Background: an optimization exercise with open tools, aiming at small area, a short achievable clock period and few clock cycles. Do not read the settings as production practice. Only simulation tests tie the RTL to the original design; equivalence was not proved. No activity file was given, so power comes from the tool's default toggle rates.

--- design.v ---
package exe_pkg;
    localparam int BUS_W = 256;
    localparam logic [3:0] MainMemEn    = 4'd1;
    localparam logic [3:0] MatrixAluEn  = 4'd2;
    localparam logic [3:0] IntegerAluEn = 4'd3;
    localparam logic [3:0] ExecuteEn    = 4'd4;
    localparam logic [7:0] MMult1     = 8'h00;
    localparam logic [7:0] MAdd       = 8'h01;
    localparam logic [7:0] MSub       = 8'h02;
    localparam logic [7:0] MTranspose = 8'h03;
    localparam logic [7:0] MScale     = 8'h04;
    localparam logic [7:0] MScaleImm  = 8'h05;
    localparam logic [7:0] IntAdd     = 8'h10;
    localparam logic [7:0] IntSub     = 8'h11;
    localparam logic [7:0] IntMult    = 8'h12;
    localparam logic [7:0] IntDiv     = 8'h13;
    localparam logic [7:0] STOP       = 8'hFF;
    typedef enum logic [1:0] {IDLE, CALC, DONE} alu_state_t;
    typedef enum logic {MD_MULT, MD_DIV} md_mode_t;
endpackage
module integer_alu
#(
    parameter int         DATA_W  = 64,
    parameter logic [3:0] UNIT_ID = exe_pkg::IntegerAluEn
) (
    input  logic                Clk,
    input  logic                nReset,
    input  logic [15:0]         address,
    input  logic [7:0]          opcode,
    input  logic                nRead,
    input  logic                nWrite,
    input  logic [2*DATA_W-1:0] ExeDataOut,
    output logic [DATA_W-1:0]   IntDataOut,
    output logic                IntBusy,
    output logic                IntDivZero
);
    localparam int LG = $clog2(DATA_W);
    logic [DATA_W-1:0] x_q, y_q, p_q;
    logic              s_first_q, s_mul_q, s_skip_q, s_div_q;
    logic [1:0]        op_q;       
    logic              known_q;    
    logic              busy_q, dz_q;
    logic [5:0]        cnt_q;      
    logic              a_x_q, a_p_q, a_s8_q, a_s1_q;
    logic              b_y_q, b_one_q, b_two_q, inv_q;
    logic              accept, unused_bus;
    logic [DATA_W-1:0] op_a, op_b, sum;
    logic              cout, borrow;
    logic              y_hi_zero, y_zero, succ, skip;
    logic [DATA_W-1:0] div_sh1, div_sh8;
    logic [1:0]        m_y;
    logic              f_mul, f_div_go, f_done;
    assign accept     = (address[15:12] == UNIT_ID) && !nWrite && !busy_q;
    assign unused_bus = ^{nRead, address[11:0]};
    assign div_sh1 = {x_q[DATA_W-2:0], p_q[DATA_W-1]};
    assign div_sh8 = {x_q[DATA_W-9:0], p_q[DATA_W-1:DATA_W-8]};
    assign op_a = ({DATA_W{a_x_q}}  & x_q)
                | ({DATA_W{a_p_q}}  & p_q)
                | ({DATA_W{a_s8_q}} & div_sh8)
                | ({DATA_W{a_s1_q}} & div_sh1);
    assign op_b = (({DATA_W{b_y_q}}   & y_q)
                |  ({DATA_W{b_one_q}} & x_q)
                |  ({DATA_W{b_two_q}} & {x_q[DATA_W-2:0], 1'b0})) ^ {DATA_W{inv_q}};
    logic [DATA_W-1:0] pg_g [0:LG];
    logic [DATA_W-1:0] pg_p [0:LG];
    assign pg_g[0] = (op_a & op_b) | {{(DATA_W-1){1'b0}}, (op_a[0] ^ op_b[0]) & inv_q};
    assign pg_p[0] = op_a ^ op_b;
    for (genvar l = 0; l < LG; l++) begin : g_lvl
        for (genvar i = 0; i < DATA_W; i++) begin : g_bit
            if ((i >> l) & 1) begin : g_op
                localparam int J = ((i >> l) << l) - 1;
                assign pg_g[l+1][i] = pg_g[l][i] | (pg_p[l][i] & pg_g[l][J]);
                assign pg_p[l+1][i] = pg_p[l][i] & pg_p[l][J];
            end else begin : g_pass
                assign pg_g[l+1][i] = pg_g[l][i];
                assign pg_p[l+1][i] = pg_p[l][i];
            end
        end
    end
    assign sum    = pg_p[0] ^ {pg_g[LG][DATA_W-2:0], inv_q};
    assign cout   = pg_g[LG][DATA_W-1];
    assign borrow = ~cout;
    assign y_hi_zero = (y_q[DATA_W-1:1] == '0);
    assign y_zero    = y_hi_zero && !y_q[0];
    assign succ      = cout || x_q[DATA_W-1];
    assign skip      = borrow && (x_q[DATA_W-1:DATA_W-8] == '0);
    assign m_y       = borrow ? x_q[1:0] : y_q[1:0];
    assign f_mul    = known_q && (op_q == 2'd2);
    assign f_div_go = known_q && (op_q == 2'd3) && !y_zero && !borrow;
    assign f_done   = !f_mul && !f_div_go;
    always_ff @(posedge Clk) begin
        if (!nReset) begin
            busy_q    <= 1'b0;
            s_first_q <= 1'b0;
            s_mul_q   <= 1'b0;
            s_skip_q  <= 1'b0;
            s_div_q   <= 1'b0;
            dz_q      <= 1'b0;
        end else begin
            if (accept) begin
                busy_q    <= 1'b1;
                s_first_q <= 1'b1;
            end
            if (s_first_q) begin
                s_first_q <= 1'b0;
                s_mul_q   <= f_mul;
                s_skip_q  <= f_div_go;
                busy_q    <= !f_done;
                dz_q      <= known_q && (op_q == 2'd3) && y_zero;
            end
            if (s_mul_q && y_hi_zero) begin
                s_mul_q <= 1'b0;
                busy_q  <= 1'b0;
            end
            if (s_skip_q && !skip) begin
                s_skip_q <= 1'b0;
                s_div_q  <= 1'b1;
            end
            if (s_div_q && cnt_q == 6'd63) begin
                s_div_q <= 1'b0;
                busy_q  <= 1'b0;
            end
        end
    end
    always_ff @(posedge Clk) begin
        if (accept) begin
            op_q    <= opcode[1:0];
            known_q <= (opcode[7:2] == 6'b000100);
        end
        if (s_first_q) cnt_q <= '0;
        else if (s_skip_q && skip) cnt_q <= cnt_q + 6'd8;
        else if (s_div_q) cnt_q <= cnt_q + 6'd1;
    end
    always_ff @(posedge Clk) begin
        if (!busy_q) begin
            a_x_q   <= 1'b1;
            a_p_q   <= 1'b0;
            a_s8_q  <= 1'b0;
            a_s1_q  <= 1'b0;
            b_y_q   <= 1'b1;
            b_one_q <= 1'b0;
            b_two_q <= 1'b0;
            inv_q   <= (opcode[1:0] != 2'd0);
        end else if (s_first_q) begin
            a_x_q   <= 1'b0;
            a_p_q   <= f_mul;
            a_s8_q  <= !f_mul;
            a_s1_q  <= 1'b0;
            b_y_q   <= !f_mul;
            b_one_q <= f_mul && m_y[0];
            b_two_q <= f_mul && m_y[1] && !m_y[0];
            inv_q   <= !f_mul || m_y[1];
        end else if (s_mul_q) begin
            b_one_q <= y_q[2] ^ y_q[1];
            b_two_q <= (y_q[3] & ~y_q[2] & ~y_q[1]) | (~y_q[3] & y_q[2] & y_q[1]);
            inv_q   <= y_q[3] & ~(y_q[2] & y_q[1]);
        end else if (s_skip_q && !skip) begin
            a_s8_q <= 1'b0;
            a_s1_q <= 1'b1;
        end
    end
    always_ff @(posedge Clk) begin
        if (!nReset) begin
            p_q <= '0;
        end else if (accept) begin
            p_q <= ExeDataOut[DATA_W-1:0];
        end else if (s_first_q) begin
            if (known_q && !op_q[1]) p_q <= sum;
            else if (!f_div_go)      p_q <= {DATA_W{known_q && (op_q == 2'd3) && y_zero}};
        end else if (s_mul_q) begin
            p_q <= sum;
        end else if (s_skip_q) begin
            if (skip) p_q <= {p_q[DATA_W-9:0], 8'h00};
        end else if (s_div_q) begin
            p_q <= {p_q[DATA_W-2:0], succ};
        end
    end
    always_ff @(posedge Clk) begin
        if (accept) begin
            x_q <= ExeDataOut[DATA_W-1:0];
            y_q <= ExeDataOut[2*DATA_W-1:DATA_W];
        end else if (s_first_q) begin
            if (f_mul && borrow) begin
                x_q <= y_q;
                y_q <= x_q;
            end else if (f_div_go) begin
                x_q <= '0;
            end
        end else if (s_mul_q) begin
            x_q <= {x_q[DATA_W-3:0], 2'b00};
            y_q <= {2'b00, y_q[DATA_W-1:2]};
        end else if (s_skip_q) begin
            if (skip) x_q <= op_a;
        end else if (s_div_q) begin
            x_q <= succ ? sum : op_a;
        end
    end
    assign IntDataOut = p_q;
    assign IntBusy    = busy_q;
    assign IntDivZero = dz_q;
endmodule
--- run.sh ---
#!/bin/bash
# synth_recipe.tcl (not shown) runs the flow's synth.tcl, then flattens the netlist and writes it again
# the make line also repeats each setting of config.mk as NAME=value (left out here)
make -C /OpenROAD-flow-scripts/flow DESIGN_CONFIG=/design/flow/config.mk WORK_HOME=/design/flow/orfs CLKGATE_MAP_FILE= SYNTH_SCRIPT=/design/flow/synth_recipe.tcl finish
--- config.mk ---
export PLATFORM = sky130hd
export DESIGN_NAME = integer_alu
export DESIGN_NICKNAME = integer_alu
export VERILOG_FILES = /design/flow/design.v
export SDC_FILE = /design/flow/constraint.sdc
export NUM_CORES = 4
export LEC_CHECK = 0
export CAP_MARGIN = 20
export CORE_MARGIN = 2
export CORE_UTILIZATION = 40
export PLACE_DENSITY = 0.6
export SLEW_MARGIN = 20
--- constraint.sdc ---
create_clock -name core_clock -period 6.5 [get_ports {Clk}]
set_input_delay 1.3000 -clock core_clock [delete_from_list [all_inputs] [get_ports {Clk}]]
set_output_delay 1.3000 -clock core_clock [all_outputs]
set_load 0.01 [all_outputs]
==> impl_summary.log, run 1 <==
[metrics] starting DRC count in detailed routing: 2962
[metrics] Power Density: 178 nW/um2
[metrics] Worst EP required: 6.74 ns
[metrics] post-synthesis instance total: 2191
[metrics] initial core utilization: 40.7%
[metrics] per-instance average area after synthesis: 8.44 um2
[metrics] switching portion of total power: 30.0%
[metrics] number of antenna repair diodes: 0
[metrics] top post-synthesis cells by area: sky130_fd_sc_hd__edfxtp_1 21%, sky130_fd_sc_hd__dfxtp_1 9.0%, sky130_fd_sc_hd__mux2i_1 6.5%
[metrics] register clock-pin slew on the reported worst setup and hold paths: 0.06 ns
[metrics] minimum clock period after layout: 5.36 ns
[metrics] proportion of layout cells with a drive suffix above 1: 6.98%
[metrics] unrepaired setup endpoints after global routing: no
[metrics] hold buffer count at cts: 0
[metrics] Placeable Area: 45500 um2
[metrics] Sum Neg Setup Slack: 0 ns
[metrics] element type at the critical path start: flop
[metrics] clock tree buffer depth: 3
[metrics] most frequent cell on the critical path: sky130_fd_sc_hd__o21ai_1
[metrics] number of buffers added on ports: 208
[metrics] max-cap check violation count: 0
[metrics] CTS Buf Count: 27
[metrics] vias in the first global route: 19300
[metrics] buffer cell driving the clock tree root: sky130_fd_sc_hd__clkbuf_16
[metrics] final-report hold violation count: 0
[metrics] Critical Path Sink Type: flop
[metrics] per-cell via count in the routed design: 6.91
[metrics] final setup violation count: 0
[metrics] clk_skew: 0.0138 ns
[metrics] achievable clock frequency: 186 MHz
[metrics] worst hold path type: reg2reg
[metrics] Initial DRT Pass Iterations: 11
[metrics] worst-skew pair later-pin latency: 0.57 ns
[metrics] LEAKAGE: 7.29 nW
[metrics] total routing usage reported by global routing: 33.7%
[metrics] portion of the post-synthesis area used by sequential elements: 30.4%
[metrics] Die W: 219 um
[metrics] share of the synthesized area in the top cell type: 21.4%
[metrics] number of synthesized flops with an enable pin: 132
[metrics] distinct cell type count after synthesis: 89
[metrics] level count of the clock H-tree: 1
[metrics] half-perimeter wire length after detailed placement: 55100 um
[metrics] most instantiated flip-flop cell in the synthesis netlist: sky130_fd_sc_hd__edfxtp_1
[metrics] Layout area overhead: 18.9%
[metrics] Final period util: 82.5%
[metrics] count of filler cells inserted in the layout: 4455
[metrics] most common cell after layout, fill and taps aside: sky130_fd_sc_hd__nand2_1
[metrics] largest net degree at the start of global routing: 74
[metrics] number of nets at the end of the flow: 2516
[metrics] slew of the pin with the lowest slew margin: 1.19 ns
[metrics] Sequential Power Share: 39.5%
[metrics] count of placed standard cells in the final layout, fillers left out: 2908
[metrics] CP max stage delay: 0.77 ns
[metrics] Yosys reg bits: 215
[metrics] largest area contributor in the synthesized netlist: sky130_fd_sc_hd__edfxtp_1
[metrics] cell-by-cell listing of the critical path: buf_4 -> a222oi_1 -> xnor2_1 -> ha_1 -> a21oi_1 -> o21ai_1 -> a31oi_1 -> a211oi_2 -> o21ai_1 -> and2_4 -> o21ai_2 -> nor2_4 -> or3_2 -> buf_12
[metrics] synthesized net count: 2419
[metrics] Critical Path Fanout Max: 52
[metrics] height of the chip: 219 um
[metrics] final routed DRC violation total: 0
[metrics] die area: 48000 um2
[metrics] final-layout worst hold slack: 0.483 ns
[metrics] highest-count cells in the layout ignoring fill and taps: 238 x sky130_fd_sc_hd__nand2_1, 208 x sky130_fd_sc_hd__clkdlybuf4s50_1, 179 x sky130_fd_sc_hd__a21oi_1, 142 x sky130_fd_sc_hd__o21ai_0, 132 x sky130_fd_sc_hd__edfxtp_1
[metrics] clock network power share: 38.7%
[metrics] number of sinks handled by clock tree synthesis: 215
[metrics] Post-DRT Antenna Nets: 0
[metrics] placed instance count: 2857
[metrics] # Post-CTS Setup Buffers: 0
[metrics] standard-cell row count: 78
[metrics] asr flop ratio synth: 0%
[metrics] Post-Syn Area: 18500 um2
[metrics] antenna violations before repair: 1
[metrics] Power Total: 3.92 mW
[metrics] data arrival time at the worst-slack endpoint: 5.60 ns
[metrics] Slowest-stage cell, CP: sky130_fd_sc_hd__dfxtp_2
[metrics] final routed wire length divided by cell count: 28.4 um
[metrics] Int Pwr: 2.75 mW
[metrics] Remaining Overflow, GRT: 0
[metrics] switching power of the nets: 1.18 mW
[metrics] part of the power in combinational logic: 21.8%
[metrics] worst relative slew slack: 20.7%
[metrics] Placer Congestion: 1.00
[metrics] number of vias after detailed routing: 20100
[metrics] cells resized by post-CTS repair: 0
[metrics] post-detailed-routing wire length: 82700 um
[metrics] Peak supply drop: 0.182 mV
[metrics] global-route wire length before repair: 123000 um
[metrics] number of I/O pins: 222
[metrics] Yosys warning count: 3
[metrics] max-slew violation total from the final report: 0
[metrics] worst setup path class: reg2reg
[metrics] clock tree from TritonCTS: done
[metrics] status: no timing/DRC/antenna violations
-- final cells by class --
class / instances / area, um2 / share of cell area [%]
timing repair buffer: 261 / 2620 / 11.9
tap: 600 / 751 / 3.41
clock inverter: 8 / 68.8 / 0.313
multi-input combinational: 1747 / 12000 / 54.4
clock buffer: 41 / 798 / 3.63
inverter: 36 / 141 / 0.643
sequential: 215 / 5640 / 25.7
-- per-stage QoR --
stage | cell area [um2] | utilization, % | setup WS, ns
2_1_floorplan | 18500 | - | 0.720
3_5_place_dp | 21100 | 46.4 | 1.33
4_1_cts | 22000 | 48.3 | 1.32
6_report | 22000 | 48.4 | 1.14
5_1_grt | 22000 | 48.4 | 1.07
3_3_place_gp | 21100 | 46.4 | 1.38
-- cells by family (layout without fill, tap and decap cells) --
logic type	after synthesis	after routing	synth area share (%)
flops	215	215	30.4
compound gates	818	818	30.9
xor+xnor	116	116	5.49
mux	131	131	7.17
simple gates	610	610	15.6
buf+inv	229	346	5.27
fa+ha+maj	72	72	5.12
-- critical path, delay by kind of cell (launching register included) --
family                     cells  cell delay, ns
xor gates and xnor gates       1            0.18
DFF                            1            0.77
adders and majority gates      1            0.38
AOI/OAI and AO/OA              7            2.08
and+or+nand+nor                3            0.87
buffers and inverters          2            0.60
-- power by group through the flow --
stage	Sequential (mW)	Clock (mW)	Combinational, mW
2_1_floorplan	1.54	0	0.570
3_3_place_gp	1.57	0	0.822
3_5_place_dp	1.57	0	0.834
4_1_cts	1.55	1.53	0.839
5_1_grt	1.55	1.58	0.927
6_report	1.55	1.52	0.855
-- routing by layer --
layer / wire length [um] / GRT usage, % / vias to the layer above
li1: - / - / 8748
met1: 32800 / 45.7 / 9578
met2: 36100 / 51.5 / 1502
met3: 10000 / 7.12 / 257
met4: 3780 / 15.0 / 0
met5: 0 / 0 / -
-- final timing paths --
kind / cells past startpoint / slack (ns) / start / to
min: 2 / 0.48 / dz_q$_SDFFE_PN0P_ / dz_q$_SDFFE_PN0P_
min reg2reg: 2 / 0.48 / dz_q$_SDFFE_PN0P_ / dz_q$_SDFFE_PN0P_
max: 14 / 1.14 / b_y_q$_SDFFE_PN1P_ / y_q[38]$_DFFE_PP_
max reg2reg: 14 / 1.14 / b_y_q$_SDFFE_PN1P_ / y_q[38]$_DFFE_PP_
-- state kept, by name (all words and copies together), names as in the netlist, 2 cells and up --
register	flops
op_q	2
cnt_q	6
p_q	64
x_q	64
y_q	64
-- Yosys cell counts, types with 5 or more instances --
cell and count:
sky130_fd_sc_hd__nand2_1 239, sky130_fd_sc_hd__buf_2 11, sky130_fd_sc_hd__nor2b_1 6, sky130_fd_sc_hd__xnor2_1 93
sky130_fd_sc_hd__a222oi_1 63, sky130_fd_sc_hd__mux2_2 11, sky130_fd_sc_hd__dfxtp_1 83, sky130_fd_sc_hd__o22ai_1 14
sky130_fd_sc_hd__o2111ai_1 11, sky130_fd_sc_hd__xor2_1 23, sky130_fd_sc_hd__buf_1 40, sky130_fd_sc_hd__a21oi_1 180
sky130_fd_sc_hd__ha_1 66, sky130_fd_sc_hd__nand3_1 54, sky130_fd_sc_hd__fa_1 6, sky130_fd_sc_hd__nor4_1 24
sky130_fd_sc_hd__nor3_1 53, sky130_fd_sc_hd__edfxtp_1 132, sky130_fd_sc_hd__o21a_1 8, sky130_fd_sc_hd__mux2i_1 120
sky130_fd_sc_hd__buf_4 5, sky130_fd_sc_hd__a31oi_1 23, sky130_fd_sc_hd__a31o_2 6, sky130_fd_sc_hd__and3_1 5
sky130_fd_sc_hd__or3_1 26, sky130_fd_sc_hd__o211ai_1 29, sky130_fd_sc_hd__nor2_1 118, sky130_fd_sc_hd__and4_1 5
sky130_fd_sc_hd__a21o_1 22, sky130_fd_sc_hd__o21ai_0 142, sky130_fd_sc_hd__o2bb2ai_1 6, sky130_fd_sc_hd__o31ai_1 11
sky130_fd_sc_hd__a22oi_1 123, sky130_fd_sc_hd__o221ai_1 34, sky130_fd_sc_hd__nand3b_1 22, sky130_fd_sc_hd__nand2b_1 13
sky130_fd_sc_hd__a21boi_0 23, sky130_fd_sc_hd__buf_6 11, sky130_fd_sc_hd__clkbuf_1 126, sky130_fd_sc_hd__nand4_1 22
sky130_fd_sc_hd__a221oi_1 52, sky130_fd_sc_hd__o21ai_1 16, sky130_fd_sc_hd__inv_1 34
Testbench counts, summed over its fixed seeds: cycles 19,695.
==> run 2: changes to the inputs <==
--- a/config.mk
+++ b/config.mk
@@ -9,4 +9,6 @@
 export CORE_MARGIN = 2
 export CORE_UTILIZATION = 40
 export PLACE_DENSITY = 0.6
+export SETUP_SLACK_MARGIN = 2.5
 export SLEW_MARGIN = 20
+export TNS_END_PERCENT = 0
==> run 2 against run 1 <==
Net effect:
- hold slack better by 0.0043 ns
- global-route usage increased by 1.4 points
- routed wire length increased by 5.1%
- largest power group is now the clock network
==> impl_summary.log, run 2 <==
[metrics] top post-synthesis cells by area: sky130_fd_sc_hd__edfxtp_1 21%, sky130_fd_sc_hd__dfxtp_1 9.0%, sky130_fd_sc_hd__mux2i_1 6.5%
[metrics] global-route wire length before repair: 128000 um (+4.1%)
[metrics] vias in the first global route: 20300 (+5.1%)
[metrics] Placer Congestion: 0.972 (-2.8%)
[metrics] unrepaired setup endpoints after global routing: yes
[metrics] area fraction in compound gates after synthesis: 30.9% (unchanged)
[metrics] Peak supply drop: 0.194 mV (+6.3%)
[metrics] number of synthesized flops with an enable pin: 132 (unchanged)
[metrics] switching portion of total power: 30.0% (about the same)
[metrics] height of the chip: 219 um (unchanged)
[metrics] Post-Syn Area: 18500 um2 (unchanged)
[metrics] final routed DRC violation total: 0 (unchanged)
[metrics] Worst EP required: 6.99 ns (+0.25 ns)
[metrics] commonest cells in the netlist: 239 x sky130_fd_sc_hd__nand2_1, 180 x sky130_fd_sc_hd__a21oi_1, 142 x sky130_fd_sc_hd__o21ai_0
[metrics] largest area contributor in the synthesized netlist: sky130_fd_sc_hd__edfxtp_1
[metrics] switching power of the nets: 1.23 mW (+4.5%)
[metrics] Power Density: 174 nW/um2 (-2.3%)
[metrics] data arrival time at the worst-slack endpoint: 4.77 ns (-0.83 ns)
[metrics] Top Registers: p_q: 64 flops, x_q: 64 flops, y_q: 64 flops
[metrics] portion of the post-synthesis area used by sequential elements: 30.4% (unchanged)
[metrics] slew of the pin with the lowest slew margin: 1.26 ns (+0.0718 ns)
[metrics] Post-Synth XOR/XNOR Area: 5.49% (unchanged)
[metrics] largest family of logic cells by synthesized area: compound AO/OA/AOI/OAI gates
[metrics] highest-count cells in the layout ignoring fill and taps: 235 x sky130_fd_sc_hd__nand2_1, 208 x sky130_fd_sc_hd__clkdlybuf4s50_1, 166 x sky130_fd_sc_hd__a21oi_1, 139 x sky130_fd_sc_hd__o21ai_0, 132 x sky130_fd_sc_hd__edfxtp_1
[metrics] clock tree buffer depth: 3 (unchanged)
[metrics] status: no timing/DRC/antenna violations
[metrics] proportion of layout cells with a drive suffix above 1: 13.3% (+6.3 points)
[metrics] half-perimeter wire length after detailed placement: 55900 um (+1.5%)
[metrics] part of the power in combinational logic: 23.7% (+1.9 points)
[metrics] distinct cell type count after synthesis: 89 (unchanged)
[metrics] number of nets at the end of the flow: 2615 (+3.9%)
[metrics] number of I/O pins: 222 (unchanged)
[metrics] per-instance average area after synthesis: 8.44 um2 (unchanged)
[metrics] final setup violation count: 0 (unchanged)
[metrics] per-cell via count in the routed design: 6.96 (+0.78%)
[metrics] Slowest-stage cell, CP: sky130_fd_sc_hd__or4_1
[metrics] cell-by-cell listing of the critical path: inv_1 -> ha_1 -> nor4b_1 -> nand4_1 -> or4_1 -> nor2_2 -> nor3_1 -> o21ai_0 -> a31o_4 -> buf_4 -> o221ai_1 -> a21oi_1
[metrics] achievable clock frequency: 234 MHz (+25%)
[metrics] Initial DRT Pass Iterations: 10 (-1)
[metrics] Die W: 219 um (unchanged)
[metrics] CP max stage delay: 0.62 ns (-0.15 ns)
[metrics] post-synthesis instance total: 2191 (unchanged)
[metrics] most instantiated flip-flop cell in the synthesis netlist: sky130_fd_sc_hd__edfxtp_1
[metrics] share of the synthesized area in the top cell type: 21.4% (unchanged)
[metrics] Critical Path Fanout Max: 14 (-73%)
[metrics] number of sinks handled by clock tree synthesis: 215 (unchanged)
[metrics] most common cell after layout, fill and taps aside: sky130_fd_sc_hd__nand2_1
[metrics] number of buffers added on ports: 208 (unchanged)
[metrics] Simple-Gate Fraction of Synth Area: 15.6% (unchanged)
[metrics] Layout area overhead: 27.2%
[metrics] worst relative slew slack: 16.1% (-4.6 points)
[metrics] dpl cell area: 21200 um2 (+0.49%)
[metrics] register clock-pin slew on the reported worst setup and hold paths: 0.06 ns (about the same)
[metrics] total routing usage reported by global routing: 35.1% (+1.4 points)
[metrics] worst setup path class: reg2reg
[metrics] Post-DRT Antenna Nets: 0 (unchanged)
[metrics] starting DRC count in detailed routing: 3082 (+4.1%)
[metrics] buffer cell driving the clock tree root: sky130_fd_sc_hd__clkbuf_16
[metrics] Placeable Area: 45500 um2 (unchanged)
[metrics] element type at the critical path start: flop
[metrics] LEAKAGE: 7.99 nW (+9.6%)
[metrics] worst hold path type: reg2reg
[metrics] max-slew violation total from the final report: 0 (unchanged)
[metrics] Int Pwr: 2.87 mW (+4.5%)
[metrics] final routed wire length divided by cell count: 28.9 um (+1.6%)
[metrics] minimum clock period after layout: 4.28 ns (-1.09 ns)
[metrics] synthesized net count: 2419 (unchanged)
[metrics] Remaining Overflow, GRT: 0 (unchanged)
[metrics] asr flop ratio synth: 0% (unchanged)
[metrics] final-report hold violation count: 0 (unchanged)
[metrics] max-cap check violation count: 0 (unchanged)
[metrics] clk_skew: 0.0236 ns (+0.00972 ns)
[metrics] Yosys warning count: 3 (unchanged)
[metrics] Sequential Power Share: 37.6% (-1.9 points)
[metrics] antenna violations before repair: 0 (-1)
[metrics] standard-cell row count: 78 (unchanged)
[metrics] Sum Neg Setup Slack: 0 ns (unchanged)
[metrics] final-layout worst hold slack: 0.487 ns (+0.00431 ns)
[metrics] finished layout cell area: 23500 um2 (+7.0%)
[metrics] largest net degree at the start of global routing: 87 (+18%)
[metrics] mux share of post-synthesis cell area: 7.17% (unchanged)
[metrics] clock network power share: 38.7% (about the same)
[metrics] Final period util: 65.8% (-17 points)
[metrics] die area: 48000 um2 (unchanged)
[metrics] worst-skew pair later-pin latency: 0.58 ns (about the same)
[metrics] Yosys reg bits: 215 (unchanged)
[metrics] number of vias after detailed routing: 20900 (+4.3%)
[metrics] Critical Path Sink Type: flop
[metrics] initial core utilization: 40.7% (unchanged)
[metrics] top-count cell post-synth: sky130_fd_sc_hd__nand2_1
[metrics] CTS Buf Count: 27 (unchanged)
[metrics] level count of the clock H-tree: 1 (unchanged)
[metrics] post-detailed-routing wire length: 86900 um (+5.1%)
[metrics] clock tree from TritonCTS: done
[metrics] share of synthesized cell area in full adder, half adder and majority cells: 5.12% (unchanged)
run 2: cell count changes in the layout (fill, tap and decap cells not counted), moves of 5 or more:
cell,delta
sky130_fd_sc_hd__a21oi_1,-13
sky130_fd_sc_hd__buf_6,+12
sky130_fd_sc_hd__buf_4,+69
sky130_fd_sc_hd__buf_8,+6
sky130_fd_sc_hd__o21ai_4,+5
sky130_fd_sc_hd__dfxtp_4,+7
sky130_fd_sc_hd__o21ai_1,-5
sky130_fd_sc_hd__a21oi_2,+11
sky130_fd_sc_hd__dfxtp_2,-6
run 2: power by group through the flow:
stage	registers, mW	clock network [mW]	logic [mW]
2_1_floorplan	1.54	0	0.575
3_3_place_gp	1.58	0	0.830
3_5_place_dp	1.58	0	0.844
4_1_cts	1.54	1.59	0.932
5_1_grt	1.54	1.65	1.04
6_report	1.54	1.59	0.972
run 2: layout make-up:
| class | instances | area [um2] |
|---|---|---|
| well taps | 600 | 751 |
| fillers | 4302 | 22000 |
| repair buffers | 359 | 3630 |
| diodes | 1 | 2.50 |
| clock buffers | 41 | 820 |
| clock inverters | 9 | 103 |
| flip-flops and latches | 215 | 5660 |
| multi-input cells | 1748 | 12400 |
| inverters | 36 | 140 |
run 2: final timing paths:
kind / startpoint / end / slack, ns / cells after the start
worst max-delay path: y_q[1]$_DFFE_PP_ / p_q[33]$_SDFFE_PN0P_ / 2.22 / 12
worst max register to register: y_q[1]$_DFFE_PP_ / p_q[33]$_SDFFE_PN0P_ / 2.22 / 12
worst min register to register: dz_q$_SDFFE_PN0P_ / dz_q$_SDFFE_PN0P_ / 0.49 / 2
worst min-delay path: dz_q$_SDFFE_PN0P_ / dz_q$_SDFFE_PN0P_ / 0.49 / 2
run 2: critical path, delay by kind of cell, from the launching register on:
kind | cells | cell delay (ns)
fa+ha+maj | 1 | 0.15
flops | 1 | 0.51
buf+inv | 2 | 0.45
compound gates | 4 | 1.18
simple gates | 5 | 1.88
run 2: kinds of logic after synthesis:
group	after synthesis
AOI/OAI and AO/OA	818
xor gates and xnor gates	116
adders and majority gates	72
buffers and inverters	229
DFF	215
muxes	131
and+or+nand+nor	610
run 2: metal layers:
layer  global-route usage (%)  routed length (um)  up-vias
met4                     18.2                5280        0
met1                     46.6               33100    10000
met2                     53.7               37500     1628
met3                     7.44               11100      350
li1                         -                   -     8953
met5                        0                   0        -
run 2: through the flow:
step	total power [mW]	setup WS [ns]	std cells	util [%]
6_report	4.10	2.22	3009	51.7
5_1_grt	4.23	2.15	3008	51.7
4_1_cts	4.06	2.41	2997	51.2
3_5_place_dp	2.42	1.25	2873	46.6
3_3_place_gp	2.41	1.29	2873	46.6
2_1_floorplan	2.12	1.66	2191	-
run 2: repair_timing:
item / in CTS / in global routing
cloned: 3 / 3
pin swaps: 47 / 20
gates resized for setup: 97 / 18
endpoints found under the setup margin: 270 / 266
hold buffers: 0 / 0
buffers inserted: 71 / 7
==> run 3: changes to the inputs <==
--- a/design.v
+++ b/design.v
@@ -48,10 +48,24 @@
     logic              cout, borrow;
     logic              y_hi_zero, y_zero, succ, skip;
     logic [DATA_W-1:0] div_sh1, div_sh8;
-    logic [1:0]        m_y;
-    logic              f_mul, f_div_go, f_done;
+    logic [DATA_W-1:0] in_a, in_b;
+    logic [DATA_W/8-1:0] nz_a, nz_b, th_a, th_b;
+    logic              c_mul, c_swap;
+    logic [1:0]        c_my;
+    logic              f_div_go, f_done;
     assign accept     = (address[15:12] == UNIT_ID) && !nWrite && !busy_q;
     assign unused_bus = ^{nRead, address[11:0]};
+    assign in_a  = ExeDataOut[DATA_W-1:0];
+    assign in_b  = ExeDataOut[2*DATA_W-1:DATA_W];
+    assign c_mul = (opcode == exe_pkg::IntMult);
+    for (genvar k = 0; k < DATA_W/8; k++) begin : g_nz
+        assign nz_a[k] = |in_a[8*k+7:8*k];
+        assign nz_b[k] = |in_b[8*k+7:8*k];
+        assign th_a[k] = |nz_a[DATA_W/8-1:k];
+        assign th_b[k] = |nz_b[DATA_W/8-1:k];
+    end
+    assign c_swap = |(th_b & ~th_a);
+    assign c_my   = c_swap ? in_a[1:0] : in_b[1:0];
     assign div_sh1 = {x_q[DATA_W-2:0], p_q[DATA_W-1]};
     assign div_sh8 = {x_q[DATA_W-9:0], p_q[DATA_W-1:DATA_W-8]};
     assign op_a = ({DATA_W{a_x_q}}  & x_q)
@@ -84,10 +98,8 @@
     assign y_zero    = y_hi_zero && !y_q[0];
     assign succ      = cout || x_q[DATA_W-1];
     assign skip      = borrow && (x_q[DATA_W-1:DATA_W-8] == '0);
-    assign m_y       = borrow ? x_q[1:0] : y_q[1:0];
-    assign f_mul    = known_q && (op_q == 2'd2);
     assign f_div_go = known_q && (op_q == 2'd3) && !y_zero && !borrow;
-    assign f_done   = !f_mul && !f_div_go;
+    assign f_done   = !f_div_go;
     always_ff @(posedge Clk) begin
         if (!nReset) begin
             busy_q    <= 1'b0;
@@ -99,11 +111,12 @@
         end else begin
             if (accept) begin
                 busy_q    <= 1'b1;
-                s_first_q <= 1'b1;
+                s_first_q <= !c_mul;
+                s_mul_q   <= c_mul;
+                dz_q      <= 1'b0;
             end
             if (s_first_q) begin
                 s_first_q <= 1'b0;
-                s_mul_q   <= f_mul;
                 s_skip_q  <= f_div_go;
                 busy_q    <= !f_done;
                 dz_q      <= known_q && (op_q == 2'd3) && y_zero;
@@ -133,24 +146,20 @@
     end
     always_ff @(posedge Clk) begin
         if (!busy_q) begin
-            a_x_q   <= 1'b1;
+            a_x_q   <= !c_mul;
             a_p_q   <= 1'b0;
             a_s8_q  <= 1'b0;
             a_s1_q  <= 1'b0;
-            b_y_q   <= 1'b1;
-            b_one_q <= 1'b0;
-            b_two_q <= 1'b0;
-            inv_q   <= (opcode[1:0] != 2'd0);
+            b_y_q   <= !c_mul;
+            b_one_q <= c_mul && c_my[0];
+            b_two_q <= c_mul && c_my[1] && !c_my[0];
+            inv_q   <= c_mul ? c_my[1] : (opcode[1:0] != 2'd0);
         end else if (s_first_q) begin
             a_x_q   <= 1'b0;
-            a_p_q   <= f_mul;
-            a_s8_q  <= !f_mul;
-            a_s1_q  <= 1'b0;
-            b_y_q   <= !f_mul;
-            b_one_q <= f_mul && m_y[0];
-            b_two_q <= f_mul && m_y[1] && !m_y[0];
-            inv_q   <= !f_mul || m_y[1];
+            a_s8_q  <= 1'b1;
+            inv_q   <= 1'b1;
         end else if (s_mul_q) begin
+            a_p_q   <= 1'b1;
             b_one_q <= y_q[2] ^ y_q[1];
             b_two_q <= (y_q[3] & ~y_q[2] & ~y_q[1]) | (~y_q[3] & y_q[2] & y_q[1]);
             inv_q   <= y_q[3] & ~(y_q[2] & y_q[1]);
@@ -177,15 +186,10 @@
     end
     always_ff @(posedge Clk) begin
         if (accept) begin
-            x_q <= ExeDataOut[DATA_W-1:0];
-            y_q <= ExeDataOut[2*DATA_W-1:DATA_W];
+            x_q <= (c_mul && c_swap) ? in_b : in_a;
+            y_q <= (c_mul && c_swap) ? in_a : in_b;
         end else if (s_first_q) begin
-            if (f_mul && borrow) begin
-                x_q <= y_q;
-                y_q <= x_q;
-            end else if (f_div_go) begin
-                x_q <= '0;
-            end
+            if (f_div_go) x_q <= '0;
         end else if (s_mul_q) begin
             x_q <= {x_q[DATA_W-3:0], 2'b00};
             y_q <= {2'b00, y_q[DATA_W-1:2]};
==> run 3 against run 2 <==
Net effect:
- critical path depth fell by 1
- combinational power rose by 19%
- highest routed layer is now met5
- largest cell class unchanged
- still clean
- largest power group unchanged
- clock-buffer cell count rose by 2
- via count fell by 1.6%
==> impl_summary.log, run 3 <==
[metrics] LEAKAGE: 8.36 nW (+4.7%)
[metrics] share of the synthesized area in the top cell type: 22.3% (+0.85 points)
[metrics] data arrival time at the worst-slack endpoint: 5.00 ns (+0.23 ns)
[metrics] element type at the critical path start: flop
[metrics] global-route wire length before repair: 127000 um (-0.55%)
[metrics] clock network power share: 36.7% (-2.0 points)
[metrics] mux share of post-synthesis cell area: 6.58% (-0.59 points)
[metrics] Worst EP required: 7.01 ns (+0.02 ns)
[metrics] Top Registers: p_q: 64 flops, x_q: 64 flops, y_q: 64 flops
[metrics] post-synthesis instance total: 2209 (+0.82%)
[metrics] Power Total: 4.25 mW (+3.6%)
[metrics] most instantiated flip-flop cell in the synthesis netlist: sky130_fd_sc_hd__edfxtp_1
[metrics] top-count cell post-synth: sky130_fd_sc_hd__nand2_1
[metrics] worst hold path type: reg2reg
[metrics] number of synthesized flops with an enable pin: 136 (+3.0%)
[metrics] worst setup path class: reg2reg
[metrics] max-cap check violation count: 0 (unchanged)
[metrics] Peak supply drop: 0.185 mV (-4.2%)
[metrics] Layout area overhead: 25.3%
[metrics] Register-to-Register Path Depth: 11 (-1)
[metrics] Int Pwr: 2.89 mW (+0.83%)
[metrics] final routed wire length divided by cell count: 28.9 um (-0.10%)
[metrics] buffer cell driving the clock tree root: sky130_fd_sc_hd__clkbuf_16
[metrics] placed instance count: 2891 (+0.63%)
[metrics] height of the chip: 218 um (-0.45%)
[metrics] final setup violation count: 0 (unchanged)
[metrics] Simple-Gate Fraction of Synth Area: 16.8% (+1.2 points)
[metrics] worst path setup slack after routing: 2.01 ns (-0.214 ns)
[metrics] Critical Path Sink Type: flop
[metrics] worst relative slew slack: 18.9% (+2.8 points)
[metrics] per-cell via count in the routed design: 6.87 (-1.3%)
[metrics] die area: 47500 um2 (-0.90%)
[metrics] Yosys reg bits: 215 (unchanged)
[metrics] Post-Synth XOR/XNOR Area: 5.64% (+0.15 points)
[metrics] asr flop ratio synth: 0% (unchanged)
[metrics] area fraction in compound gates after synthesis: 30.0% (-0.90 points)
[metrics] switching portion of total power: 31.9% (+1.9 points)
[metrics] max-slew violation total from the final report: 0 (unchanged)
[metrics] minimum clock period after layout: 4.49 ns (+0.214 ns)
[metrics] half-perimeter wire length after detailed placement: 57900 um (+3.6%)
[metrics] clk_skew: 0.0223 ns (-0.00124 ns)
[metrics] status: no timing/DRC/antenna violations
[metrics] Die W: 218 um (-0.45%)
[metrics] Post-Syn Area: 18300 um2 (-0.91%)
[metrics] part of the power in combinational logic: 27.3% (+3.6 points)
[metrics] per-instance average area after synthesis: 8.30 um2 (-1.7%)
[metrics] Power Density: 185 nW/um2 (+6.2%)
[metrics] largest area contributor in the synthesized netlist: sky130_fd_sc_hd__edfxtp_1
[metrics] distinct cell type count after synthesis: 83 (-6.7%)
[metrics] share of synthesized cell area in full adder, half adder and majority cells: 5.16% (+0.047 points)
[metrics] worst hold path cell count: 2 (unchanged)
[metrics] final routed DRC violation total: 0 (unchanged)
[metrics] largest family of logic cells by synthesized area: compound AO/OA/AOI/OAI gates
[metrics] worst slack, placed: 0.702 ns (-0.550 ns)
[metrics] post-detailed-routing wire length: 86600 um (-0.40%)
[metrics] Placer Congestion: 0.951 (-2.2%)
[metrics] count of placed standard cells in the final layout, fillers left out: 3000 (-0.30%)
[metrics] worst-skew pair later-pin latency: 0.59 ns (about the same)
[metrics] most common cell after layout, fill and taps aside: sky130_fd_sc_hd__nand2_1
[metrics] Sum Neg Setup Slack: 0 ns (unchanged)
[metrics] level count of the clock H-tree: 1 (unchanged)
[metrics] unrepaired setup endpoints after global routing: yes
[metrics] register clock-pin slew on the reported worst setup and hold paths: 0.07 ns (about the same)
[metrics] finished layout cell area: 23000 um2 (-2.4%)
[metrics] portion of the post-synthesis area used by sequential elements: 30.9% (+0.50 points)
[metrics] slew of the pin with the lowest slew margin: 1.21 ns (-0.0467 ns)
[metrics] vias in the first global route: 20000 (-1.7%)
[metrics] achievable clock frequency: 223 MHz (-4.8%)
[metrics] CTS Buf Count: 28 (+3.7%)
[metrics] number of vias after detailed routing: 20600 (-1.6%)
[metrics] Placeable Area: 45300 um2 (-0.43%)
[metrics] number of nets at the end of the flow: 2605 (-0.38%)
[metrics] largest net degree at the start of global routing: 77 (-11%)
[metrics] Critical Path Fanout Max: 17 (+3)
[metrics] starting DRC count in detailed routing: 3285 (+6.6%)
[metrics] Remaining Overflow, GRT: 0 (unchanged)
[metrics] total routing usage reported by global routing: 35.2% (+0.057 points)
[metrics] clock tree from TritonCTS: done
[metrics] dpl cell area: 21100 um2 (-0.58%)
[metrics] number of buffers added on ports: 208 (unchanged)
[metrics] number of sinks handled by clock tree synthesis: 215 (unchanged)
[metrics] proportion of layout cells with a drive suffix above 1: 10.6% (-2.7 points)
[metrics] Yosys warning count: 3 (unchanged)
[metrics] clock tree buffer depth: 3 (unchanged)
[metrics] Post-DRT Antenna Nets: 0 (unchanged)
[metrics] Final period util: 69.1% (+3.3 points)
[metrics] Sequential Power Share: 36.0% (-1.6 points)
[metrics] top post-synthesis cells by area: sky130_fd_sc_hd__edfxtp_1 22%, sky130_fd_sc_hd__dfxtp_1 8.6%, sky130_fd_sc_hd__nand2_1 6.8%
[metrics] synthesized net count: 2437 (+0.74%)
[metrics] final-layout worst hold slack: 0.522 ns (+0.0353 ns)
[metrics] antenna violations before repair: 1 (+1)
[metrics] commonest cells in the netlist: 330 x sky130_fd_sc_hd__nand2_1, 157 x sky130_fd_sc_hd__nor2_1, 136 x sky130_fd_sc_hd__edfxtp_1
[metrics] post-route core utilization: 50.7% (-1.0 points)
[metrics] highest-count cells in the layout ignoring fill and taps: 327 x sky130_fd_sc_hd__nand2_1, 197 x sky130_fd_sc_hd__clkdlybuf4s50_1, 148 x sky130_fd_sc_hd__nor2_1, 136 x sky130_fd_sc_hd__edfxtp_1, 127 x sky130_fd_sc_hd__a22oi_1
[metrics] standard-cell row count: 78 (unchanged)
[metrics] initial core utilization: 40.5% (-0.20 points)
[metrics] final-report hold violation count: 0 (unchanged)
[metrics] switching power of the nets: 1.35 mW (+10%)
[metrics] number of I/O pins: 222 (unchanged)
[metrics] Initial DRT Pass Iterations: 12 (+2)
-- run 3: changes by cell type after synthesis, moves of 20 or more --
cell,before,now
sky130_fd_sc_hd__a211oi_1,4,29
sky130_fd_sc_hd__a21boi_1,0,20
sky130_fd_sc_hd__a21oi_1,180,117
sky130_fd_sc_hd__a221oi_1,52,9
sky130_fd_sc_hd__a31oi_1,23,78
sky130_fd_sc_hd__nand2_1,239,330
sky130_fd_sc_hd__nand3b_1,22,1
sky130_fd_sc_hd__nor2_1,118,157
sky130_fd_sc_hd__nor3_1,53,14
sky130_fd_sc_hd__nor4_1,24,45
sky130_fd_sc_hd__o21ai_0,142,75
sky130_fd_sc_hd__or3_1,26,5
-- run 3: repair_timing --
| action | in CTS | in global routing |
|---|---|---|
| pin swaps | 33 | 24 |
| resized for setup | 72 | 32 |
| hold endpoints to repair | 0 | 0 |
| hold buffers | 0 | 0 |
| buffers inserted | 41 | 6 |
| setup endpoints to repair | 270 | 311 |
| cloned | 7 | 2 |
-- run 3: routing by layer --
| layer | vias up | global-route usage (%) | share of wire (%) |
|---|---|---|---|
| li1 | 8913 | - | - |
| met1 | 9836 | 46.0 | 39 |
| met2 | 1552 | 54.5 | 44 |
| met3 | 303 | 8.40 | 12 |
| met4 | 2 | 16.8 | 5.6 |
| met5 | - | 0 | 0.012 |
-- run 3: worst paths after layout --
| check | startpoint | to | slack, ns |
|---|---|---|---|
| worst max-delay path | y_q[46]$_DFFE_PP_ | p_q[7]$_SDFFE_PN0P_ | 2.01 |
| worst max register to register | y_q[46]$_DFFE_PP_ | p_q[7]$_SDFFE_PN0P_ | 2.01 |
| worst min register to register | p_q[39]$_SDFFE_PN0P_ | p_q[39]$_SDFFE_PN0P_ | 0.52 |
| worst min-delay path | p_q[39]$_SDFFE_PN0P_ | p_q[39]$_SDFFE_PN0P_ | 0.52 |
-- run 3: cell families (layout without fill, tap and decap cells) --
| group | count (synthesis) | in the layout |
|---|---|---|
| mux | 119 | 119 |
| fa+ha+maj | 72 | 72 |
| buf+inv | 219 | 406 |
| other cells | 0 | 1 |
| compound gates | 772 | 772 |
| flops | 215 | 215 |
| xor+xnor | 118 | 118 |
| simple gates | 694 | 697 |
-- run 3: critical path: stages, from the launching register on --
cell                       delay (ns)
sky130_fd_sc_hd__edfxtp_1        0.52
sky130_fd_sc_hd__or4_1           0.57
sky130_fd_sc_hd__nor2_1          0.30
sky130_fd_sc_hd__nand3_1         0.22
sky130_fd_sc_hd__or4_4           0.59
sky130_fd_sc_hd__or2_1           0.64
sky130_fd_sc_hd__nand2_1         0.77
sky130_fd_sc_hd__buf_4           0.38
sky130_fd_sc_hd__a21oi_1         0.06
sky130_fd_sc_hd__o21ai_0         0.09
sky130_fd_sc_hd__o211ai_1        0.11
sky130_fd_sc_hd__a21boi_1        0.16
-- run 3: layout make-up --
type	instances	area [um2]
clock buffer	43	818
tap	600	751
inverter	33	126
antenna	1	2.50
fill	4373	22300
sequential	215	5670
clock inverter	9	72.6
multi-input combinational	1778	12200
timing repair buffer	321	3330
-- run 3: power groups by stage --
| stage | Combinational [mW] | Clock [mW] | Sequential, mW |
|---|---|---|---|
| 5_1_grt | 1.24 | 1.61 | 1.53 |
| 6_report | 1.16 | 1.56 | 1.53 |
| 3_3_place_gp | 1.00 | 0 | 1.55 |
| 2_1_floorplan | 0.668 | 0 | 1.54 |
| 4_1_cts | 1.09 | 1.57 | 1.53 |
| 3_5_place_dp | 1.02 | 0 | 1.55 |
Testbench counts of run 3, summed over its fixed seeds: cycles 19,036.
==> run 4: changes to the inputs <==
==> flow/run.sh (new file) <==
#!/bin/bash
set -euo pipefail
bash standard.sh "BUFFER_PORTS_ARGS=-buffer_cell sky130_fd_sc_hd__buf_1" finish > standard.log 2>&1
==> standard.sh (new file) <==
#!/bin/bash
# synth_recipe.tcl (not shown) runs the flow's synth.tcl, then flattens the netlist and writes it again
# the make line also repeats each setting of config.mk as NAME=value (left out here)
make -C /OpenROAD-flow-scripts/flow DESIGN_CONFIG=/design/flow/config.mk WORK_HOME=/design/flow/orfs CLKGATE_MAP_FILE= SYNTH_SCRIPT=/design/flow/synth_recipe.tcl "${@:-finish}"
--- a/config.mk
+++ b/config.mk
@@ -7,8 +7,8 @@
 export LEC_CHECK = 0
 export CAP_MARGIN = 20
 export CORE_MARGIN = 2
-export CORE_UTILIZATION = 40
-export PLACE_DENSITY = 0.6
+export CORE_UTILIZATION = 60
+export PLACE_DENSITY = 0.75
 export SETUP_SLACK_MARGIN = 2.5
 export SLEW_MARGIN = 20
 export TNS_END_PERCENT = 0
removed: run.sh
==> run 4 against run 3 <==
Net effect:
- clock-buffer cell count down 9
- register-to-register slack better by 0.03 ns
- maximum frequency fell by 0.60%
- first-iteration DRC count grew 25%
- critical endpoint is now y_q[2]$_DFFE_PP_
==> impl_summary.log, run 4 <==
[metrics] die area: 32000 um2 (-33%)
[metrics] Placeable Area: 29900 um2 (-34%)
[metrics] Layout area overhead: 16.9%
[metrics] Peak supply drop: 0.223 mV (+20%)
[metrics] unrepaired setup endpoints after global routing: yes
[metrics] worst-skew pair later-pin latency: 0.57 ns (-0.02 ns)
[metrics] per-instance average area after synthesis: 8.30 um2 (unchanged)
[metrics] most instantiated flip-flop cell in the synthesis netlist: sky130_fd_sc_hd__edfxtp_1
[metrics] worst slack, placed: 1.19 ns (+0.489 ns)
[metrics] worst relative slew slack: 26.2% (+7.3 points)
[metrics] clock tree buffer depth: 3 (unchanged)
[metrics] per-cell via count in the routed design: 7.70 (+12%)
[metrics] Slowest-stage cell, CP: sky130_fd_sc_hd__nor2_4
[metrics] register clock-pin slew on the reported worst setup and hold paths: 0.06 ns (about the same)
[metrics] data arrival time at the worst-slack endpoint: 4.88 ns (-0.12 ns)
[metrics] buffer cell driving the clock tree root: sky130_fd_sc_hd__clkbuf_16
[metrics] met3 usage: 16.1% (+7.7 points)
[metrics] element type at the critical path start: input port
[metrics] distinct cell type count after synthesis: 83 (unchanged)
[metrics] met2 usage: 73.0% (+18 points)
[metrics] Placer Congestion: 0.994 (+4.6%)
[metrics] setup slack, reg-to-reg: 2.04 ns (+0.03 ns)
[metrics] Critical Path Sink Type: flop
[metrics] highest-count cells in the layout ignoring fill and taps: 325 x sky130_fd_sc_hd__nand2_1, 207 x sky130_fd_sc_hd__buf_1, 151 x sky130_fd_sc_hd__nor2_1, 136 x sky130_fd_sc_hd__edfxtp_1, 127 x sky130_fd_sc_hd__a22oi_1
[metrics] Die W: 179 um (-18%)
[metrics] Top Registers: p_q: 64 flops, x_q: 64 flops, y_q: 64 flops
[metrics] share of the synthesized area in the top cell type: 22.3% (unchanged)
[metrics] post-detailed-routing wire length: 82800 um (-4.4%)
[metrics] worst setup path class: in2reg
[metrics] worst hold path cell count: 2 (unchanged)
[metrics] minimum clock period after layout: 4.52 ns (+0.0273 ns)
[metrics] Post-Syn Area: 18300 um2 (unchanged)
[metrics] vias in the first global route: 20200 (+1.1%)
[metrics] final-report hold violation count: 0 (unchanged)
[metrics] Initial DRT Pass Iterations: 11 (-1)
[metrics] largest area contributor in the synthesized netlist: sky130_fd_sc_hd__edfxtp_1
[metrics] antenna violations before repair: 4 (+3)
[metrics] Sum Neg Setup Slack: 0 ns (unchanged)
[metrics] initial core utilization: 61.3% (+21 points)
[metrics] level count of the clock H-tree: 1 (unchanged)
[metrics] largest net degree at the start of global routing: 137 (+78%)
[metrics] final routed DRC violation total: 0 (unchanged)
[metrics] Critical Path Fanout Max: 33 (+16)
[metrics] count of filler cells inserted in the layout: 2445 (-44%)
[metrics] max-cap check violation count: 0 (unchanged)
[metrics] post-route core utilization: 71.7% (+21 points)
[metrics] CP max stage delay: 0.63 ns (-0.14 ns)
[metrics] LEAKAGE: 7.86 nW (-6.0%)
[metrics] slew of the pin with the lowest slew margin: 1.11 ns (-0.106 ns)
[metrics] final-layout worst hold slack: 0.527 ns (+0.00496 ns)
[metrics] Worst EP required: 6.87 ns (-0.14 ns)
[metrics] synthesized net count: 2437 (unchanged)
[metrics] standard-cell row count: 63 (-19%)
[metrics] proportion of layout cells with a drive suffix above 1: 10.9% (+0.34 points)
[metrics] Final period util: 69.5% (+0.42 points)
[metrics] starting DRC count in detailed routing: 4115 (+25%)
[metrics] most common cell after layout, fill and taps aside: sky130_fd_sc_hd__nand2_1
[metrics] status: no timing/DRC/antenna violations
[metrics] final routed wire length divided by cell count: 29.5 um (+2.2%)
[metrics] worst hold path type: reg2reg
[metrics] number of I/O pins: 222 (unchanged)
[metrics] number of vias after detailed routing: 21600 (+4.9%)
[metrics] height of the chip: 179 um (-18%)
[metrics] final setup violation count: 0 (unchanged)
[metrics] Power Density: 193 nW/um2 (+4.6%)
[metrics] Remaining Overflow, GRT: 0 (unchanged)
[metrics] most heavily used metal layer in global routing: met2
[metrics] CTS Buf Count: 26 (-7.1%)
[metrics] number of synthesized flops with an enable pin: 136 (unchanged)
[metrics] asr flop ratio synth: 0% (unchanged)
[metrics] portion of the post-synthesis area used by sequential elements: 30.9% (unchanged)
[metrics] commonest cells in the netlist: 330 x sky130_fd_sc_hd__nand2_1, 157 x sky130_fd_sc_hd__nor2_1, 136 x sky130_fd_sc_hd__edfxtp_1
[metrics] number of buffers added on ports: 208 (unchanged)
[metrics] max-slew violation total from the final report: 0 (unchanged)
[metrics] achievable clock frequency: 221 MHz (-0.60%)
[metrics] clock tree from TritonCTS: done
[metrics] Power Total: 4.14 mW (-2.5%)
[metrics] met1 global-route usage: 63.1% (+17 points)
[metrics] Yosys warning count: 3 (unchanged)
[metrics] clk_skew: 0.0181 ns (-0.00428 ns)
[metrics] cell-by-cell listing of the critical path: buf_1 -> nor4_1 -> o211ai_1 -> a31oi_2 -> o211ai_1 -> a21oi_2 -> a21oi_2 -> buf_6 -> nor2_4 -> buf_4 -> nand2_1 -> a31oi_1
[metrics] hold buffer count at cts: 0 (unchanged)
[metrics] half-perimeter wire length after detailed placement: 52600 um (-9.2%)
[metrics] worst path setup slack after routing: 1.98 ns (-0.0273 ns)
[metrics] Register-to-Register Path Depth: 16 (+5)
[metrics] top post-synthesis cells by area: sky130_fd_sc_hd__edfxtp_1 22%, sky130_fd_sc_hd__dfxtp_1 8.6%, sky130_fd_sc_hd__nand2_1 6.8%
[metrics] global-route wire length before repair: 121000 um (-4.8%)
[metrics] number of sinks handled by clock tree synthesis: 215 (unchanged)
[metrics] number of nets at the end of the flow: 2624 (+0.73%)
[metrics] Yosys reg bits: 215 (unchanged)
[metrics] top-count cell post-synth: sky130_fd_sc_hd__nand2_1
[metrics] post-synthesis instance total: 2209 (unchanged)
[metrics] total routing usage reported by global routing: 50.2% (+15 points)
[metrics] Post-DRT Antenna Nets: 0 (unchanged)
[run 4: through the flow]
step	instances	cell area (um2)
2_1_floorplan	2209	18400
3_5_place_dp	2674	19400
5_1_grt	2806	21400
3_3_place_gp	2674	19400
6_report	2808	21400
4_1_cts	2791	21200
[run 4: repair_timing]
item / in CTS / in global routing
buffers inserted: 61 / 13
endpoints found under the hold margin: 0 / 0
resized for setup: 69 / 20
cloned: 8 / 1
endpoints found under the setup margin: 271 / 270
pin swaps: 47 / 31
[run 4: routing by layer]
| metal | up-vias | part of all wire, % |
|---|---|---|
| met3 | 570 | 16 |
| li1 | 8928 | - |
| met2 | 2170 | 41 |
| met4 | 6 | 8.7 |
| met1 | 9949 | 34 |
| met5 | - | 0.15 |
[run 4: cell families after synthesis]
logic type               synth area share [%]
buffers and inverters                    4.82
AO/OA/AOI/OAI                            30.0
AND/OR/NAND/NOR                          16.8
XOR/XNOR                                 5.64
multiplexers                             6.58
flip-flops                               30.9
adder cells (fa/ha/maj)                  5.16
[run 4: power by group]
group          leakage, nW  switching, mW  internal, mW
Combinational         5.58          0.656         0.447
Sequential            1.86         0.0374          1.49
Clock                0.419          0.643         0.871
Total                 7.86           1.34          2.81
[run 4: final timing paths]
| check | start | end |
|---|---|---|
| hold / removal | cnt_q[1]$_SDFFE_PP0P_ | cnt_q[1]$_SDFFE_PP0P_ |
| hold reg to reg | cnt_q[1]$_SDFFE_PP0P_ | cnt_q[1]$_SDFFE_PP0P_ |
| setup / recovery | ExeDataOut[1] | y_q[2]$_DFFE_PP_ |
| setup reg to reg | b_y_q$_DFFE_PN_ | x_q[40]$_DFFE_PP_ |
[run 4: final cells by class]
cell class              instances  area, um2  area share [%]
diodes                          2       5.00          0.0234
clock buffers                  34        732            3.42
clock inverters                14        129           0.602
inverters                      33        126           0.590
multi-input cells            1779      12100            56.7
flip-flops and latches        215       5680            26.5
well taps                     390        488            2.28
repair buffers                341       2120            9.91
[run 4: worst max-delay path, delay by kind of cell]
family                 cells  cell delay [ns]
and+or+nand+nor            3             1.07
buffers and inverters      3             0.84
AOI/OAI and AO/OA          6             1.64

==> static timing again, ports no longer ideal <==
The flow's constraints put no driver on any port. The routed layouts listed below were extracted and timed again, unchanged, in two steps. Step 1 (the two cells are an assumption about what drives the block):
set clk [get_ports {Clk}]
set_driving_cell -lib_cell sky130_fd_sc_hd__clkbuf_16 $clk
set_driving_cell -lib_cell sky130_fd_sc_hd__buf_2 [delete_from_list [all_inputs] $clk]
Step 2 adds t to the input delays and takes it off the output delays; t is the mean of the earliest and latest rising clock arrival at the registers after step 1. Input paths then give back, and output paths get back, about the clock's delay inside the block. Slacks: ideal ports / drivers / drivers and shift; pairs: ideal ports / drivers.
run | shift t [ns] | setup WS [ns] | worst hold slack (ns)
run 1 | 0.620 | 1.138 / 1.138 / 1.138 | 0.483 / 0.483 / 0.483
run 2 | 0.635 | 2.224 / 2.224 / 1.824 | 0.487 / 0.487 / 0.487
run 3 | 0.637 | 2.010 / 2.010 / 1.489 | 0.522 / 0.522 / 0.522
run 4 | 0.618 | 1.982 / 2.020 / 1.402 | 0.527 / 0.527 / 0.527
After both steps setup and hold are still met in every run listed. The setup slack of run 4, which loses most, moves by +0.038 ns with the drivers and by -0.580 ns with both steps.
